Background: an optimization exercise with open tools, aiming at small area. Do not read the settings as production practice.
RTL that was checked went through simulation tests only; none was proved equivalent to the original.
Power and IR drop assume default switching activity.

==> run a: inputs <==
==> flow/design.v <==
module regfile_scoreboard #(
  parameter int          DATA_W     = 32,
  parameter int          ADDR_W     = 5,
  parameter logic [31:0] RESET_BASE = 32'h100
) (
  input  logic              clock,
  input  logic              reset,
  input  logic [ADDR_W-1:0] rs_addr,
  input  logic [ADDR_W-1:0] rt_addr,
  output logic [DATA_W-1:0] rs_data,
  output logic [DATA_W-1:0] rt_data,
  input  logic              wb_en,
  input  logic [ADDR_W-1:0] wb_addr,
  input  logic [DATA_W-1:0] wb_data,
  input  logic              issue_en,
  input  logic [ADDR_W-1:0] issue_dst,
  output logic              stall,
  output logic [ADDR_W:0]   pending_count
);
  localparam int NREGS = 2**ADDR_W;
  logic [DATA_W-1:0] data_q [NREGS];
  logic [NREGS-1:0] valid_q;
  logic [NREGS-1:0] pend_q, wb_mask, set_mask, eff;
  logic [ADDR_W:0] count_q, count_d;
  logic wb_hit, accept, set_new, clr_old;
  assign wb_hit = wb_en && wb_addr != '0;
  for (genvar r = 0; r < NREGS; r++) begin : g_wdec
    assign wb_mask[r] = wb_hit && wb_addr == ADDR_W'(r);
  end
  assign eff = pend_q & ~wb_mask;
  assign stall = issue_en && (eff[rs_addr] || eff[rt_addr] || eff[issue_dst]);
  assign accept = issue_en && !stall && issue_dst != '0;
  assign set_mask = accept ? NREGS'(1) << issue_dst : '0;
  assign set_new = accept && !pend_q[issue_dst];
  assign clr_old = wb_hit && pend_q[wb_addr] && !(accept && issue_dst == wb_addr);
  assign count_d = count_q + (ADDR_W+1)'(set_new) - (ADDR_W+1)'(clr_old);
  assign pending_count = count_q;
  always_ff @(posedge clock or posedge reset) begin
    if (reset) begin
      pend_q  <= '0;
      count_q <= '0;
    end else begin
      pend_q  <= (pend_q & ~wb_mask) | set_mask;
      count_q <= count_d;
    end
  end
  always_ff @(posedge clock or posedge reset) begin
    if (reset) valid_q <= '0;
    else       valid_q <= valid_q | wb_mask;
  end
  logic [NREGS-1:0] wb_keep;
  assign wb_keep = ~wb_mask;
  for (genvar r = 1; r < NREGS; r++) begin : g_reg
    logic [DATA_W-1:0] d;
    for (genvar b = 0; b < DATA_W; b++) begin : g_bit
      rf_ao22 u (.a0(data_q[r][b]), .b0(wb_keep[r]), .a1(wb_data[b]), .b1(wb_mask[r]), .y(d[b]));
    end
    always_ff @(posedge clock)
      data_q[r] <= d;
  end
  logic [ADDR_W-1:0] rd_addr [2];
  logic [DATA_W-1:0] rd_data [2];
  assign rd_addr[0] = rs_addr;
  assign rd_addr[1] = rt_addr;
  for (genvar p = 0; p < 2; p++) begin : g_rd
    logic [NREGS-1:0] sel, hit;
    logic byp, nz, rv;
    assign nz  = rd_addr[p] != '0;
    assign byp = wb_en && wb_addr == rd_addr[p] && nz;
    for (genvar r = 0; r < NREGS; r++) begin : g_sel
      assign sel[r] = rd_addr[p] == ADDR_W'(r) && valid_q[r] && r != 0;
    end
    assign hit = byp ? 1 : sel;
    assign rv  = nz && !byp && sel == '0;
    for (genvar b = 0; b < DATA_W; b++) begin : g_bit
      localparam logic [DATA_W-1:0] RV = RESET_BASE;
      logic [10:0] n;
      rf_aoi222 u0 (.a0(hit[0]), .b0(wb_data[b]), .a1(hit[1]), .b1(data_q[1][b]),
                    .a2(hit[2]), .b2(data_q[2][b]), .y(n[0]));
      for (genvar g = 1; g < 10; g++) begin : g_aoi
        rf_aoi222 u (.a0(hit[3*g]), .b0(data_q[3*g][b]), .a1(hit[3*g+1]), .b1(data_q[3*g+1][b]),
                     .a2(hit[3*g+2]), .b2(data_q[3*g+2][b]), .y(n[g]));
      end
      if (b < ADDR_W) begin : g_rva
        rf_aoi222 u (.a0(hit[30]), .b0(data_q[30][b]), .a1(hit[31]), .b1(data_q[31][b]),
                     .a2(rv), .b2(rd_addr[p][b]), .y(n[10]));
      end else if (RV[b]) begin : g_rv1
        rf_aoi221 u (.a0(hit[30]), .b0(data_q[30][b]), .a1(hit[31]), .b1(data_q[31][b]),
                     .c(rv), .y(n[10]));
      end else begin : g_rv0
        rf_aoi22 u (.a0(hit[30]), .b0(data_q[30][b]), .a1(hit[31]), .b1(data_q[31][b]),
                    .y(n[10]));
      end
      assign rd_data[p][b] = ~&n;
    end
  end
  assign rs_data = rd_data[0];
  assign rt_data = rd_data[1];
endmodule
module rf_aoi222 (
  input  logic a0, b0, a1, b1, a2, b2,
  output logic y
);
  assign y = !((a0 && b0) || (a1 && b1) || (a2 && b2));
endmodule
module rf_aoi221 (
  input  logic a0, b0, a1, b1, c,
  output logic y
);
  assign y = !((a0 && b0) || (a1 && b1) || c);
endmodule
module rf_aoi22 (
  input  logic a0, b0, a1, b1,
  output logic y
);
  assign y = !((a0 && b0) || (a1 && b1));
endmodule
module rf_ao22 (
  input  logic a0, b0, a1, b1,
  output logic y
);
  assign y = (a0 && b0) || (a1 && b1);
endmodule
==> flow/run.sh <==
#!/bin/bash
# synth_recipe.tcl (not shown) runs the flow's synth.tcl, then flattens the netlist and writes it again
# the make line also repeats each setting of config.mk as NAME=value (left out here)
make -C /OpenROAD-flow-scripts/flow DESIGN_CONFIG=/design/flow/config.mk WORK_HOME=/design/flow/orfs CLKGATE_MAP_FILE= SYNTH_SCRIPT=/design/flow/synth_recipe.tcl finish
==> flow/config.mk <==
export PLATFORM = sky130hd
export DESIGN_NAME = regfile_scoreboard
export DESIGN_NICKNAME = regfile_scoreboard
export VERILOG_FILES = /design/flow/design.v
export SDC_FILE = /design/flow/constraint.sdc
export NUM_CORES = 4
export LEC_CHECK = 0
export CAP_MARGIN = 20
export CORE_MARGIN = 2
export CORE_UTILIZATION = 50
export CTS_BUF_LIST = sky130_fd_sc_hd__clkbuf_8
export CTS_CLUSTER_SIZE = 20
export SLEW_MARGIN = 20
export SYNTH_HIERARCHICAL = 1
export SYNTH_MINIMUM_KEEP_SIZE = 0
==> flow/constraint.sdc <==
create_clock -name core_clock -period 7.0 [get_ports {clock}]
set_input_delay 1.4000 -clock core_clock [delete_from_list [all_inputs] [get_ports {clock}]]
set_output_delay 1.4000 -clock core_clock [all_outputs]
set_load 0.01 [all_outputs]
==> run b (differences from run a) <==
--- a/flow/config.mk
+++ b/flow/config.mk
@@ -7,9 +7,7 @@
 export LEC_CHECK = 0
 export CAP_MARGIN = 20
 export CORE_MARGIN = 2
-export CORE_UTILIZATION = 50
-export CTS_BUF_LIST = sky130_fd_sc_hd__clkbuf_8
-export CTS_CLUSTER_SIZE = 20
+export CORE_UTILIZATION = 30
 export SLEW_MARGIN = 20
 export SYNTH_HIERARCHICAL = 1
 export SYNTH_MINIMUM_KEEP_SIZE = 0
==> run c (differences from run a) <==
==> flow/design.v, changed modules only <==
module regfile_scoreboard #(
  parameter int          DATA_W     = 32,
  parameter int          ADDR_W     = 5,
  parameter logic [31:0] RESET_BASE = 32'h100
) (
  input  logic              clock,
  input  logic              reset,
  input  logic [ADDR_W-1:0] rs_addr,
  input  logic [ADDR_W-1:0] rt_addr,
  output logic [DATA_W-1:0] rs_data,
  output logic [DATA_W-1:0] rt_data,
  input  logic              wb_en,
  input  logic [ADDR_W-1:0] wb_addr,
  input  logic [DATA_W-1:0] wb_data,
  input  logic              issue_en,
  input  logic [ADDR_W-1:0] issue_dst,
  output logic              stall,
  output logic [ADDR_W:0]   pending_count
);
  localparam int NREGS = 2**ADDR_W;
  logic [DATA_W-1:0] data_q [1:NREGS-1];
  logic [NREGS-1:1] valid_q, pend_q;
  logic [NREGS-1:1] wb_mask, wb_keep, set_mask, eff;
  logic [NREGS-1:1] dec_rs, dec_rt, dec_dst;
  logic [ADDR_W:0] count_q, count_d;
  logic accept, set_new, clr_old;
  for (genvar r = 1; r < NREGS; r++) begin : g_dec
    assign wb_mask[r] = wb_en && wb_addr == ADDR_W'(r);
    assign dec_rs[r]  = rs_addr == ADDR_W'(r);
    assign dec_rt[r]  = rt_addr == ADDR_W'(r);
    assign dec_dst[r] = issue_dst == ADDR_W'(r);
  end
  assign eff = pend_q & ~wb_mask;
  assign stall = issue_en && |(eff & (dec_rs | dec_rt | dec_dst));
  assign accept = issue_en && !stall;
  assign set_mask = accept ? dec_dst : '0;
  assign set_new = |(set_mask & ~pend_q);
  assign clr_old = |(wb_mask & pend_q & ~set_mask);
  assign count_d = count_q + (ADDR_W+1)'(set_new) - (ADDR_W+1)'(clr_old);
  assign pending_count = count_q;
  always_ff @(posedge clock or posedge reset) begin
    if (reset) begin
      pend_q  <= '0;
      count_q <= '0;
    end else begin
      pend_q  <= eff | set_mask;
      count_q <= count_d;
    end
  end
  always_ff @(posedge clock or posedge reset) begin
    if (reset) valid_q <= '0;
    else       valid_q <= valid_q | wb_mask;
  end
  assign wb_keep = ~wb_mask;
  for (genvar r = 1; r < NREGS; r++) begin : g_reg
    logic [DATA_W-1:0] d;
    for (genvar b = 0; b < DATA_W; b++) begin : g_bit
      rf_ao22 u (.a0(data_q[r][b]), .b0(wb_keep[r]), .a1(wb_data[b]), .b1(wb_mask[r]), .y(d[b]));
    end
    always_ff @(posedge clock)
      data_q[r] <= d;
  end
  logic [ADDR_W-1:0] rd_addr [2];
  logic [NREGS-1:1]  rd_dec [2];
  logic [DATA_W-1:0] rd_data [2];
  assign rd_addr[0] = rs_addr;
  assign rd_addr[1] = rt_addr;
  assign rd_dec[0]  = dec_rs;
  assign rd_dec[1]  = dec_rt;
  for (genvar p = 0; p < 2; p++) begin : g_rd
    logic [NREGS-1:1] hit;
    logic byp, rv;
    assign byp = wb_en && wb_addr == rd_addr[p] && rd_addr[p] != '0;
    assign hit = rd_dec[p] & valid_q;
    assign rv  = |rd_dec[p] && hit == '0;
    for (genvar b = 0; b < DATA_W; b++) begin : g_bit
      localparam logic [DATA_W-1:0] RV = RESET_BASE;
      logic [9:0] n;
      logic m, regs;
      for (genvar g = 0; g < 10; g++) begin : g_aoi
        rf_aoi222 u (.a0(hit[3*g+1]), .b0(data_q[3*g+1][b]), .a1(hit[3*g+2]), .b1(data_q[3*g+2][b]),
                     .a2(hit[3*g+3]), .b2(data_q[3*g+3][b]), .y(n[g]));
      end
      if (b < ADDR_W) begin : g_rva
        rf_ao22 u (.a0(hit[31]), .b0(data_q[31][b]), .a1(rv), .b1(rd_addr[p][b]), .y(m));
      end else if (RV[b]) begin : g_rv1
        assign m = (hit[31] && data_q[31][b]) || rv;
      end else begin : g_rv0
        assign m = hit[31] && data_q[31][b];
      end
      assign regs = ~&n | m;
      assign rd_data[p][b] = byp ? wb_data[b] : regs;
    end
  end
  assign rs_data = rd_data[0];
  assign rt_data = rd_data[1];
endmodule
// module rf_aoi221 removed
// module rf_aoi22 removed
==> flow/flow/run.sh (new file) <==
#!/bin/bash
# Standard ORFS layout (the standard.sh, standard synthesis unchanged) with two changes:
#  - ports are buffered with sky130_fd_sc_hd__buf_1 instead of the default delay buffer
#  - CTS builds the leaves from clkbuf_8 in clusters of up to 16 sinks within 60 um, with
#    no dummy loads
# make's output goes to flow_make.log in the work folder; each ORFS step keeps its own log
# under orfs/logs.
set -euo pipefail
cd "$(dirname "$0")/.."
bash standard.sh \
  BUFFER_PORTS_ARGS="-buffer_cell sky130_fd_sc_hd__buf_1" \
  CTS_ARGS="-sink_clustering_enable -repair_clock_nets -dont_use_dummy_load -sink_clustering_size 16 -sink_clustering_max_diameter 60 -buf_list sky130_fd_sc_hd__clkbuf_8" \
  finish > flow_make.log 2>&1
==> flow/standard.sh (new file) <==
#!/bin/bash
# synth_recipe.tcl (not shown) runs the flow's synth.tcl, then flattens the netlist and writes it again
# the make line also repeats each setting of config.mk as NAME=value (left out here)
make -C /OpenROAD-flow-scripts/flow DESIGN_CONFIG=/design/flow/config.mk WORK_HOME=/design/flow/orfs CLKGATE_MAP_FILE= SYNTH_SCRIPT=/design/flow/synth_recipe.tcl "${@:-finish}"
--- a/flow/config.mk
+++ b/flow/config.mk
@@ -7,9 +7,8 @@
 export LEC_CHECK = 0
 export CAP_MARGIN = 20
 export CORE_MARGIN = 2
-export CORE_UTILIZATION = 50
-export CTS_BUF_LIST = sky130_fd_sc_hd__clkbuf_8
-export CTS_CLUSTER_SIZE = 20
+export CORE_UTILIZATION = 40
+export PLACE_DENSITY = 0.7
 export SLEW_MARGIN = 20
 export SYNTH_HIERARCHICAL = 1
 export SYNTH_MINIMUM_KEEP_SIZE = 0
removed: flow/run.sh
==> run d (differences from run a) <==
==> flow/design.v, changed modules only <==
module regfile_scoreboard #(
  parameter int          DATA_W     = 32,
  parameter int          ADDR_W     = 5,
  parameter logic [31:0] RESET_BASE = 32'h100
) (
  input  logic              clock,
  input  logic              reset,
  input  logic [ADDR_W-1:0] rs_addr,
  input  logic [ADDR_W-1:0] rt_addr,
  output logic [DATA_W-1:0] rs_data,
  output logic [DATA_W-1:0] rt_data,
  input  logic              wb_en,
  input  logic [ADDR_W-1:0] wb_addr,
  input  logic [DATA_W-1:0] wb_data,
  input  logic              issue_en,
  input  logic [ADDR_W-1:0] issue_dst,
  output logic              stall,
  output logic [ADDR_W:0]   pending_count
);
  localparam int NREGS = 2**ADDR_W;
  logic [DATA_W-1:0] regs_q [NREGS];
  logic [NREGS-1:0] pend_q, pend_d, wb_mask, set_mask, eff;
  logic [ADDR_W:0] count_q, count_d;
  logic wb_hit, accept, set_new, clr_old;
  assign wb_hit = wb_en && wb_addr != '0;
  assign wb_mask = wb_hit ? NREGS'(1) << wb_addr : '0;
  assign eff = pend_q & ~wb_mask;
  assign stall = issue_en && (eff[rs_addr] || eff[rt_addr] || eff[issue_dst]);
  assign accept = issue_en && !stall && issue_dst != '0;
  assign set_mask = accept ? NREGS'(1) << issue_dst : '0;
  assign pend_d = (pend_q & ~wb_mask) | set_mask;
  assign set_new = accept && !pend_q[issue_dst];
  assign clr_old = wb_hit && pend_q[wb_addr] && !(accept && issue_dst == wb_addr);
  assign count_d = count_q + (ADDR_W+1)'(set_new) - (ADDR_W+1)'(clr_old);
  assign pending_count = count_q;
  assign rs_data = rs_addr == '0 ? '0 : (wb_en && wb_addr == rs_addr) ? wb_data : regs_q[rs_addr];
  assign rt_data = rt_addr == '0 ? '0 : (wb_en && wb_addr == rt_addr) ? wb_data : regs_q[rt_addr];
  always_ff @(posedge clock or posedge reset) begin
    if (reset) begin
      pend_q  <= '0;
      count_q <= '0;
    end else begin
      pend_q  <= pend_d;
      count_q <= count_d;
    end
  end
  for (genvar r = 0; r < NREGS; r++) begin : g_reg
    always_ff @(posedge clock or posedge reset) begin
      if (reset)
        regs_q[r] <= r == 0 ? '0 : DATA_W'(RESET_BASE + r);
      else if (wb_hit && wb_addr == ADDR_W'(r))
        regs_q[r] <= wb_data;
    end
  end
endmodule
// module rf_aoi222 removed
// module rf_aoi221 removed
// module rf_aoi22 removed
// module rf_ao22 removed
==> flow/config.mk (replaced) <==
export PLATFORM = sky130hd
export DESIGN_NAME = regfile_scoreboard
export DESIGN_NICKNAME = regfile_scoreboard
export VERILOG_FILES = /design/flow/design.v
export SDC_FILE = /design/flow/constraint.sdc
export NUM_CORES = 4
export LEC_CHECK = 0
export CAP_MARGIN = 20
export CORE_MARGIN = 2
export CORE_UTILIZATION = 30
export SLEW_MARGIN = 20
==> out/results.ini <==
[status]
status = finished with violations
failed_checks = setup timing

[global_route]
grt_pass1_wl_um = 315000

[die]
die_h_um = 299

[timing]
fin_ws_ns = -0.113
finalSetupViolCount = 8

[yosys]
synth-simple-area-share_pct = 7.39

(the above is from run a)
==> out/results.ini <==
[layout]
multi_input_area_share_pct = 41.0

[timing]
finalSetupViolCount = 0

[pwr]
pwr-share-comb_pct = 16.7

[status]
status = finished clean

[worst_setup_path]
endpoint_kind = primary output

[die]
die_h_um = 423

[global_route]
grt_pass1_wl_um = 364000

[yosys]
synth-simple-area-share_pct = 8.81

(the above is from run d)
==> out/results.ini <==
[yosys]
synth-simple-area-share_pct = 8.03

[timing]
fin_ws_ns = 0.173
finalSetupViolCount = 0

[status]
status = finished clean

[die]
die_h_um = 331

(the above is from run c)
==> out/results.ini <==
[timing]
fin_ws_ns = -0.0235
finalSetupViolCount = 3

[global_route]
grt_pass1_wl_um = 306000

[yosys]
synth-simple-area-share_pct = 7.39
async_flop_share_pct = 6.50

[status]
status = finished with violations
failed_checks = setup timing

[die]
die_h_um = 385

(the above is from run b)
Function not checked in run a and run b: the RTL went through the layout flow alone.

==> static timing again, ports no longer ideal <==
How much do the figures lean on ideal ports? The routed layouts below were timed once more, with nothing changed but the port constraints. Step 1 assumes that a clkbuf_16 drives the clock port and a buf_2 every other input. Step 2 times the ports against the registers' clock, not the clock port: input delays grow and output delays shrink by t, the midpoint of the rising clock arrivals with the driver on. a / b / c = ideal / step 1 / step 2; a / b = the first two.
run | shift t [ns] | setup slack, ns | hold WS [ns] | worst setup path at the end
run a | 0.971 | -0.113 / -0.136 / -0.136 | 0.491 / 0.491 / 0.491 | input to output
run b | 0.798 | -0.023 / -0.048 / -0.048 | 0.510 / 0.510 / 0.510 | input to output
run c | 0.809 | 0.173 / 0.153 / 0.123 | 0.502 / 0.502 / 0.502 | input to register
run d | 0.823 | 0.132 / 0.092 / 0.092 | 0.383 / 0.383 / 0.383 | input to output
The setup slack of run c, which loses most, moves by -0.020 ns with the drivers and by -0.050 ns with both steps.
